From an optimization exercise on the open Yosys and OpenROAD flow, aimed at small area; shortcuts taken in it are not production practice.
Function was checked by simulation only, so behaviour that the tests miss may differ from the original.
No activity file was given, so power comes from the tool's default toggle rates.

gamma:
## mips_cpu_bus
module mips_cpu_bus (
    input  logic        clk,
    input  logic        reset,
    output logic        active,
    output logic [31:0] register_v0,
    output logic [31:0] address,
    output logic        read,
    output logic        write,
    output logic [31:0] writedata,
    output logic [3:0]  byteenable,
    input  logic        waitrequest,
    input  logic [31:0] readdata
);
    logic       rf_clr;
    logic [4:0] rf_ra;
    logic [4:0] rf_rb;
    logic       rf_we;
    logic [4:0] rf_wa;
    logic [1:0] rf_wd;
    logic [1:0] rf_a;
    logic [1:0] rf_b;
    logic [1:0] rf_v0;
    mips_control mips_control_i (
        .clk, .reset, .active,
        .address, .read, .write, .writedata, .byteenable, .register_v0,
        .waitrequest, .readdata,
        .rf_clr, .rf_ra, .rf_rb, .rf_we, .rf_wa, .rf_wd,
        .rf_a, .rf_b, .rf_v0
    );
    mips_reg_file mips_reg_file_i (
        .clk,
        .clr (rf_clr),
        .ra  (rf_ra),
        .rb  (rf_rb),
        .we  (rf_we),
        .wa  (rf_wa),
        .wd  (rf_wd),
        .a   (rf_a),
        .b   (rf_b),
        .v0  (rf_v0)
    );
endmodule
For scale: about 140 I/O pins, roughly 28000 um2 of cells after synthesis.
==> flow/config.mk <==
export PLATFORM = sky130hd
export DESIGN_NAME = mips_cpu_bus
export DESIGN_NICKNAME = mips_cpu_bus
export VERILOG_FILES = /design/flow/design.v
export SDC_FILE = /design/flow/constraint.sdc
export NUM_CORES = 4
export LEC_CHECK = 0
export CAP_MARGIN = 20
export CORE_MARGIN = 2
export CORE_UTILIZATION = 40
export CTS_BUF_LIST = sky130_fd_sc_hd__clkbuf_8
export CTS_CLUSTER_DIAMETER = 60
export CTS_CLUSTER_SIZE = 21
export SLEW_MARGIN = 20
export BUFFER_PORTS_ARGS = -buffer_cell sky130_fd_sc_hd__buf_1
export CTS_ARGS = -sink_clustering_enable -repair_clock_nets -buf_list sky130_fd_sc_hd__clkbuf_8 -sink_clustering_size 21 -sink_clustering_max_diameter 60 -dont_use_dummy_load
==> flow/constraint.sdc <==
create_clock -name core_clock -period 10.5 [get_ports {clk}]
set_input_delay 2.1000 -clock core_clock [delete_from_list [all_inputs] [get_ports {clk}]]
set_output_delay 2.1000 -clock core_clock [all_outputs]
set_load 0.01 [all_outputs]
standard.sh (not shown) runs the stock make flow with config.mk's settings and CLKGATE_MAP_FILE= SYNTH_SCRIPT=/design/flow/synth_recipe.tcl, a recipe that flattens the netlist after the stock synthesis.
==> flow/flow/run.sh <==
#!/bin/bash
set -e
cat >> config.mk <<'EOT'
export BUFFER_PORTS_ARGS = -buffer_cell sky130_fd_sc_hd__buf_1
export CTS_ARGS = -sink_clustering_enable -repair_clock_nets -buf_list sky130_fd_sc_hd__clkbuf_8 -sink_clustering_size 21 -sink_clustering_max_diameter 60 -dont_use_dummy_load
EOT
bash standard.sh > standard.log 2>&1
> inputs changed (gamma -> alpha)
diff --git a/flow/design.v b/flow/design.v
--- a/flow/design.v
+++ b/flow/design.v
@@ -121,19 +121,18 @@
     logic [31:0] pcr;
     logic [4:0]  ra_q;
     logic [4:0]  rb_q;
     logic [4:0]  wd_q;
     logic [4:0]  kind;
     logic        slot;
     logic        flg;
     logic        cy;
     logic        icy;
-    logic        s_q;
     logic        h_q;
     logic [1:0]  dly;
     function automatic logic [4:0] decode(input logic [31:0] d);
         logic [4:0] r;
         r = K_NOP;
         case (d[31:26])
             6'h00: case (d[5:0])
                 6'h00: r = K_SLL;
                 6'h02: r = K_SRL;
@@ -197,19 +196,19 @@
     logic [1:0] inc;
     logic       icout;
     assign pcs = ph0 ? 2'b00 : addr[1:0];
     assign icin = (ph == 4'd1) ? 1'b1 : (ph0 ? 1'b0 : icy);
     assign {icout, inc} = {1'b0, pcs} + {2'b00, icin};
     logic [1:0] nxt;
     assign nxt = slot ? P : inc;
     logic       ext;
     logic [1:0] im;
-    assign ext = zext ? 1'b0 : s_q;
+    assign ext = zext ? 1'b0 : dly[1];
     assign im = ph[3] ? {ext, ext} : I;
     logic [1:0] y;
     assign y = ph0 ? 2'b00 : dly;
     logic [1:0] opa, opb;
     logic       sub_eff, acin, acout, lt_s, lt_u;
     logic [1:0] sum, ares;
     assign opa = is_br ? pcs : A;
     assign opb = is_br ? y : (immf ? im : B);
     assign sub_eff = do_sub;
@@ -397,19 +396,18 @@
         if (fetch_acc || (mem_acc && is_ld))
             ir <= readdata;
         else if (ir_rot)
             ir <= {ir_top, ir[31:2]};
         pcr <= {pc_we ? pc_wd : pcr[1:0], pcr[31:2]};
         if (addr_sh)
             addr <= {addr_in, addr[29:2]};
         icy <= icout;
         cy <= acout;
-        s_q <= ph[3] ? s_q : I[1];
         h_q <= ir_rot ? ir[1] : 1'b0;
         dly <= is_j ? I : im;
         if (st_ex1) begin
             if (is_ldst && ph0)
                 flg <= sum != 2'b00;
             else if (is_br)
                 flg <= neq;
             else if (is_slt && ph15)
                 flg <= fn[0] ? lt_u : lt_s;
- STATUS total power: alpha wins against gamma
- Clock power across alpha and gamma: no real change.
- alpha and gamma ended up with roughly the same sequential cell area.
- alpha has switching power of the nets below what gamma had.
- Number of global-route vias before repair: alpha < gamma
- | routed wire length | alpha vs gamma | better |
- alpha and gamma ended up with nearly the same die footprint.

==> re-timing with driven ports <==
No port has a modelled driver above. Below, the same layouts with a new extraction and two added sets of constraints.
Step 1, drivers: a clkbuf_16 drives clk and a buf_2 each remaining input, both assumed.
Step 2, shift: input delay + t, output delay - t, t = (earliest + latest rising clock arrival at the registers) / 2. This alone moves slack from input paths to output paths.
Three values: ideal, step 1, step 2; two values: the first two.
| run | t, ns | setup slack, ns | hold slack, ns | worst slew at a driven data input, ns |
|---|---|---|---|---|
| gamma | 0.695 | 4.959 / 4.929 / 4.929 | 0.257 / 0.257 / 0.257 | 0.11 |
| alpha | 0.686 | 4.897 / 4.865 / 4.865 | 0.263 / 0.263 / 0.263 | 0.10 |
After both steps every run listed still meets setup and hold. For alpha, which loses most, drivers alone change the setup slack by -0.032 ns; drivers and shift together by -0.032 ns.
